Background: an optimization exercise with open tools, aiming at small area and a short achievable clock period. Do not read the settings as production practice. RTL that was checked went through simulation tests only; none was proved equivalent to the original.

==> 05-13: inputs <==
Design adpll_ctrl, start of the top module:
module adpll_ctrl (
   input  logic         clk,
   input  logic         rst_accum_all,
   input  logic [25:0]  fcw,
   input  logic [1:0]   adpll_mode,
   input  logic [11:0]  tdc_word,
   input  logic [29:0]  coefs,
   input  logic [23:0]  test,
   output logic [20:0]  dco_words,
   output logic [2:0]   pwr,
   output logic         channel_lock,
   output logic         channel_sat
);
==> module lf_add, before the edit <==
module lf_add #(
   parameter int W = 27
) (
   input  logic [W-1:0] a,
   input  logic [W-1:0] b,
   input  logic         ci,
   output logic [W-1:0] s,
   output logic [W:0]   c
);
   localparam int LG = (W > 16) ? 5 : (W > 8) ? 4 : (W > 4) ? 3 : (W > 2) ? 2 : 1;
   logic [W-1:0] g, p;
   assign g = a & b;
   assign p = a ^ b;
   logic [W-1:0] gg [0:LG];
   logic [W-1:0] pp [0:LG];
   assign gg[0] = {g[W-1:1], g[0] | (p[0] & ci)};
   assign pp[0] = p;
   for (genvar l = 0; l < LG; l++) begin : g_lv
      for (genvar i = 0; i < W; i++) begin : g_bit
         localparam int J = (l > 0 && i == (1 << l)) ? i - 2 : ((i >> l) << l) - 1;
         if ((i >> l) & 1) begin : g_n
            assign gg[l+1][i] = gg[l][i] | (pp[l][i] & gg[l][J]);
            assign pp[l+1][i] = pp[l][i] & pp[l][J];
         end else if (l == 0 && i >= 2 && (i & (i - 1)) == 0) begin : g_pair
            assign gg[l+1][i] = gg[l][i] | (pp[l][i] & gg[l][i-1]);
            assign pp[l+1][i] = pp[l][i] & pp[l][i-1];
         end else begin : g_w
            assign gg[l+1][i] = gg[l][i];
            assign pp[l+1][i] = pp[l][i];
         end
      end
   end
   assign c = {gg[LG], ci};
   assign s = p ^ c[W-1:0];
endmodule
==> module loop_filter, before the edit <==
module loop_filter (
   input  logic                                     clk,
   input  logic                                     rst_accum_all,
   input  logic                                     accum_clr,
   input  logic [adpll_cfg_pkg::FCWW-1:0]           fcw,
   input  logic [adpll_cfg_pkg::INTW-1:0]           tdc_word,
   input  adpll_types_pkg::filt_cfg_s               filt,
   output logic signed [adpll_cfg_pkg::OTWW-1:0]    otw_round
);
   localparam int N = adpll_cfg_pkg::ACCW;
   function automatic logic [19:0] sh20(input logic [26:0] x, input logic [3:0] s);
      logic [26:0] a8;
      logic [22:0] a4;
      logic [20:0] a2;
      logic [19:0] a1;
      for (int i = 0; i < 27; i++) a8[i] = s[3] ? x[(i+8 > 26) ? 26 : i+8] : x[i];
      for (int i = 0; i < 23; i++) a4[i] = s[2] ? a8[i+4] : a8[i];
      for (int i = 0; i < 21; i++) a2[i] = s[1] ? a4[i+2] : a4[i];
      for (int i = 0; i < 20; i++) a1[i] = s[0] ? a2[i+1] : a2[i];
      sh20 = a1;
   endfunction
   logic                  clr;
   logic signed [N-1:0]   acc_d, acc_q;
   logic signed [N-1:0]   iir_q [1:3];
   logic signed [N-1:0]   iir_d [0:3];
   logic signed [N-1:0]   tap;
   logic signed [N-1:0]   integ_d, integ_q;
   assign clr = rst_accum_all | accum_clr;
   logic [12:0] hs, hc;
   logic [12:0] hx, hy;
   assign hx = {1'b0, fcw[25:14]};
   assign hy = ~{1'b0, tdc_word};
   assign hs = acc_q[26:14] ^ hx ^ hy;
   assign hc = (acc_q[26:14] & hx) | (acc_q[26:14] & hy) | (hx & hy);
   logic [N:0] acc_c;
   lf_add #(.W(N)) u_acc (
      .a({hs, acc_q[13:0]}), .b({hc[11:0], 1'b1, fcw[13:0]}), .ci(1'b0),
      .s(acc_d), .c(acc_c)
   );
   assign iir_d[0] = acc_d;
   for (genvar k = 1; k <= 3; k++) begin : g_iir
      logic signed [N-1:0] ysh, xsh;
      logic [N:0] ic;
      assign ysh = iir_q[k] >>> filt.lambda;
      assign xsh = iir_d[k-1] >>> filt.lambda;
      logic [N-1:0] cs_s, cs_c;
      assign cs_s = xsh ^ iir_q[k] ^ ~ysh;
      assign cs_c = (xsh & iir_q[k]) | (xsh & ~ysh) | (iir_q[k] & ~ysh);
      lf_add #(.W(N)) u_i (
         .a(cs_s), .b({cs_c[N-2:0], 1'b1}), .ci(1'b0), .s(iir_d[k]), .c(ic)
      );
   end
   always_comb begin
      case (filt.iir_n)
         2'd0:    tap = iir_d[0];
         2'd1:    tap = iir_d[1];
         2'd2:    tap = iir_d[2];
         default: tap = iir_d[3];
      endcase
   end
   logic [N:0] int_c;
   logic [N-1:0] tap_g;
   assign tap_g = filt.en_integral ? tap : '0;
   lf_add #(.W(N)) u_int (
      .a(tap_g), .b(integ_q), .ci(1'b0), .s(integ_d), .c(int_c)
   );
   always_ff @(posedge clk) begin
      if (clr) begin
         acc_q    <= '0;
         iir_q[1] <= '0;
         iir_q[2] <= '0;
         iir_q[3] <= '0;
         integ_q  <= '0;
      end else begin
         acc_q    <= acc_d;
         iir_q[1] <= iir_d[1];
         iir_q[2] <= iir_d[2];
         iir_q[3] <= iir_d[3];
         integ_q  <= integ_d;
      end
   end
   logic [19:0] pa, pb, ps, pc, ntw;
   logic [20:0] ntw_c;
   assign pa  = sh20(tap, filt.alpha);
   assign pb  = filt.en_integral ? sh20(integ_d, filt.beta) : 20'd0;
   assign ps  = pa ^ pb ^ 20'd64;
   assign pc  = (pa & pb) | ((pa | pb) & 20'd64);
   lf_add #(.W(20)) u_ntw (
      .a(ps), .b({pc[18:0], 1'b0}), .ci(1'b0), .s(ntw), .c(ntw_c)
   );
   assign otw_round = ntw[19:7];
endmodule
export LEC_CHECK = 0
export ABC_AREA = 1
export CAP_MARGIN = 20
export CORE_MARGIN = 2
export CORE_UTILIZATION = 60
export PLACE_DENSITY = 0.75
export SETUP_SLACK_MARGIN = 2
export SLEW_MARGIN = 20
create_clock -name core_clock -period 33.0 [get_ports {clk}]
standard.sh (not shown) runs the stock make flow with config.mk's settings and CLKGATE_MAP_FILE= SYNTH_SCRIPT=/design/flow/synth_recipe.tcl, a recipe that flattens the netlist after the stock synthesis.
==> flow/flow/run.sh <==
#!/bin/bash
# The standard layout (standard.sh: unchanged synthesis, floorplan, placement,
# CTS, routing), with two settings changed:
#  - the port buffers are plain buf_1 cells instead of the delay buffers the
#    resizer picks by default (every port still gets its own buffer);
#  - CTS uses clkbuf_16 with larger sink clusters and no dummy loads.
# The whole ORFS run's output goes to standard_flow.log here; ORFS also keeps
# each step's own log under orfs/logs/.
set -euo pipefail
export BUFFER_PORTS_ARGS="-buffer_cell sky130_fd_sc_hd__buf_1"
export CTS_ARGS="-sink_clustering_enable -repair_clock_nets -buf_list sky130_fd_sc_hd__clkbuf_16 -dont_use_dummy_load -sink_clustering_size 20 -sink_clustering_max_diameter 120"
bash standard.sh finish > standard_flow.log 2>&1
==> 12-16: changes against 05-13 <==
--- a/flow/design.v
+++ b/flow/design.v
@@ -88,11 +88,7 @@
    for (genvar l = 0; l < LG; l++) begin : g_lv
       for (genvar i = 0; i < W; i++) begin : g_bit
-         localparam int J = (l > 0 && i == (1 << l)) ? i - 2 : ((i >> l) << l) - 1;
          if ((i >> l) & 1) begin : g_n
-            assign gg[l+1][i] = gg[l][i] | (pp[l][i] & gg[l][J]);
-            assign pp[l+1][i] = pp[l][i] & pp[l][J];
-         end else if (l == 0 && i >= 2 && (i & (i - 1)) == 0) begin : g_pair
-            assign gg[l+1][i] = gg[l][i] | (pp[l][i] & gg[l][i-1]);
-            assign pp[l+1][i] = pp[l][i] & pp[l][i-1];
+            assign gg[l+1][i] = gg[l][i] | (pp[l][i] & gg[l][((i >> l) << l) - 1]);
+            assign pp[l+1][i] = pp[l][i] & pp[l][((i >> l) << l) - 1];
          end else begin : g_w
             assign gg[l+1][i] = gg[l][i];
@@ -146,5 +142,4 @@
    for (genvar k = 1; k <= 3; k++) begin : g_iir
       logic signed [N-1:0] ysh, xsh;
-      logic [N:0] ic;
       assign ysh = iir_q[k] >>> filt.lambda;
       assign xsh = iir_d[k-1] >>> filt.lambda;
@@ -152,7 +147,5 @@
       assign cs_s = xsh ^ iir_q[k] ^ ~ysh;
       assign cs_c = (xsh & iir_q[k]) | (xsh & ~ysh) | (iir_q[k] & ~ysh);
-      lf_add #(.W(N)) u_i (
-         .a(cs_s), .b({cs_c[N-2:0], 1'b1}), .ci(1'b0), .s(iir_d[k]), .c(ic)
-      );
+      assign iir_d[k] = cs_s + {cs_c[N-2:0], 1'b1};
    end
    always_comb begin
==> 02-08: changes against 05-13 <==
--- a/flow/design.v
+++ b/flow/design.v
@@ -88,11 +88,7 @@
    for (genvar l = 0; l < LG; l++) begin : g_lv
       for (genvar i = 0; i < W; i++) begin : g_bit
-         localparam int J = (l > 0 && i == (1 << l)) ? i - 2 : ((i >> l) << l) - 1;
          if ((i >> l) & 1) begin : g_n
-            assign gg[l+1][i] = gg[l][i] | (pp[l][i] & gg[l][J]);
-            assign pp[l+1][i] = pp[l][i] & pp[l][J];
-         end else if (l == 0 && i >= 2 && (i & (i - 1)) == 0) begin : g_pair
-            assign gg[l+1][i] = gg[l][i] | (pp[l][i] & gg[l][i-1]);
-            assign pp[l+1][i] = pp[l][i] & pp[l][i-1];
+            assign gg[l+1][i] = gg[l][i] | (pp[l][i] & gg[l][((i >> l) << l) - 1]);
+            assign pp[l+1][i] = pp[l][i] & pp[l][((i >> l) << l) - 1];
          end else begin : g_w
             assign gg[l+1][i] = gg[l][i];
--- a/flow/flow/run.sh
+++ b/flow/flow/run.sh
@@ -8,4 +8,5 @@
 # each step's own log under orfs/logs/.
 set -euo pipefail
+export RECOVER_POWER=50
 export BUFFER_PORTS_ARGS="-buffer_cell sky130_fd_sc_hd__buf_1"
 export CTS_ARGS="-sink_clustering_enable -repair_clock_nets -buf_list sky130_fd_sc_hd__clkbuf_16 -dont_use_dummy_load -sink_clustering_size 20 -sink_clustering_max_diameter 120"
==> comparison table <==
item	02-08	05-13	12-16
Result of the run	finished with violations	finished clean	finished clean
Reasons for failing layout checks	max-capacitance violations, max-slew violations	-	-
Number of global-route vias before repair	23200	24100	25800
Peak fanout along the critical path	89	65	93
Endpoint with the worst hold slack	acq_sequencer0.channel_lock	acq_sequencer0.pwr[1]	acq_sequencer0.pwr[2]
Library cells used by synthesis	69	65	65
Slowest stage cell, crit path	sky130_fd_sc_hd__buf_6	sky130_fd_sc_hd__fa_1	sky130_fd_sc_hd__buf_6
Share of the synthesized area in compound gates (AO/OA/AOI/OAI)	0.176	0.173	0.193
Multi-input comb cells	3038	3177	3197
Util after Layout	0.647	0.647	0.644
Post-Syn Area per Cell	6.36 um^2	6.14 um^2	6.24 um^2
Final wirelength	73.5 mm	76.8 mm	83.5 mm
Synth Cell Area	0.0257 mm^2	0.0257 mm^2	0.0265 mm^2
Overall die width	211 um	211 um	214 um
Area of combinational cells with multiple inputs	0.0185 mm^2	0.0185 mm^2	0.0193 mm^2
Dpl ws	1.56 ns	1.60 ns	2.03 ns
Worst-skew pair later-pin latency	0.52 ns	0.54 ns	0.55 ns
Clock-pin slew on the worst setup and hold paths	0.09 ns	0.09 ns	0.08 ns
Worst slew slack as a fraction of its limit	-1.07	0.169	0.368
The RTL of 12-16 was laid out without a check of its function.

[what the ideal ports hide]
In the flow no input, the clock included, has a driving cell. The finished layouts below were timed again as built, in two steps.
Step 1 assumes that a clkbuf_16 drives the clock port and a buf_2 every other input.
Step 2 also shifts input and output timing later by t, the mid clock arrival at the registers, as if the neighbouring blocks saw the same clock.
a / b / c = ideal ports / drivers / drivers and shift; a / b = the first two.
run	t, ns	setup slack, ns	latest minus earliest clock arrival (ns)
05-13	0.569	3.454 / 3.429 / 3.429	0.061 / 0.061
12-16	0.569	3.172 / 3.148 / 3.148	0.076 / 0.075
02-08	0.566	2.896 / 2.870 / 2.870	0.026 / 0.025
The setup slack of 02-08, which loses most, moves by -0.026 ns with the drivers and by -0.026 ns with both steps.
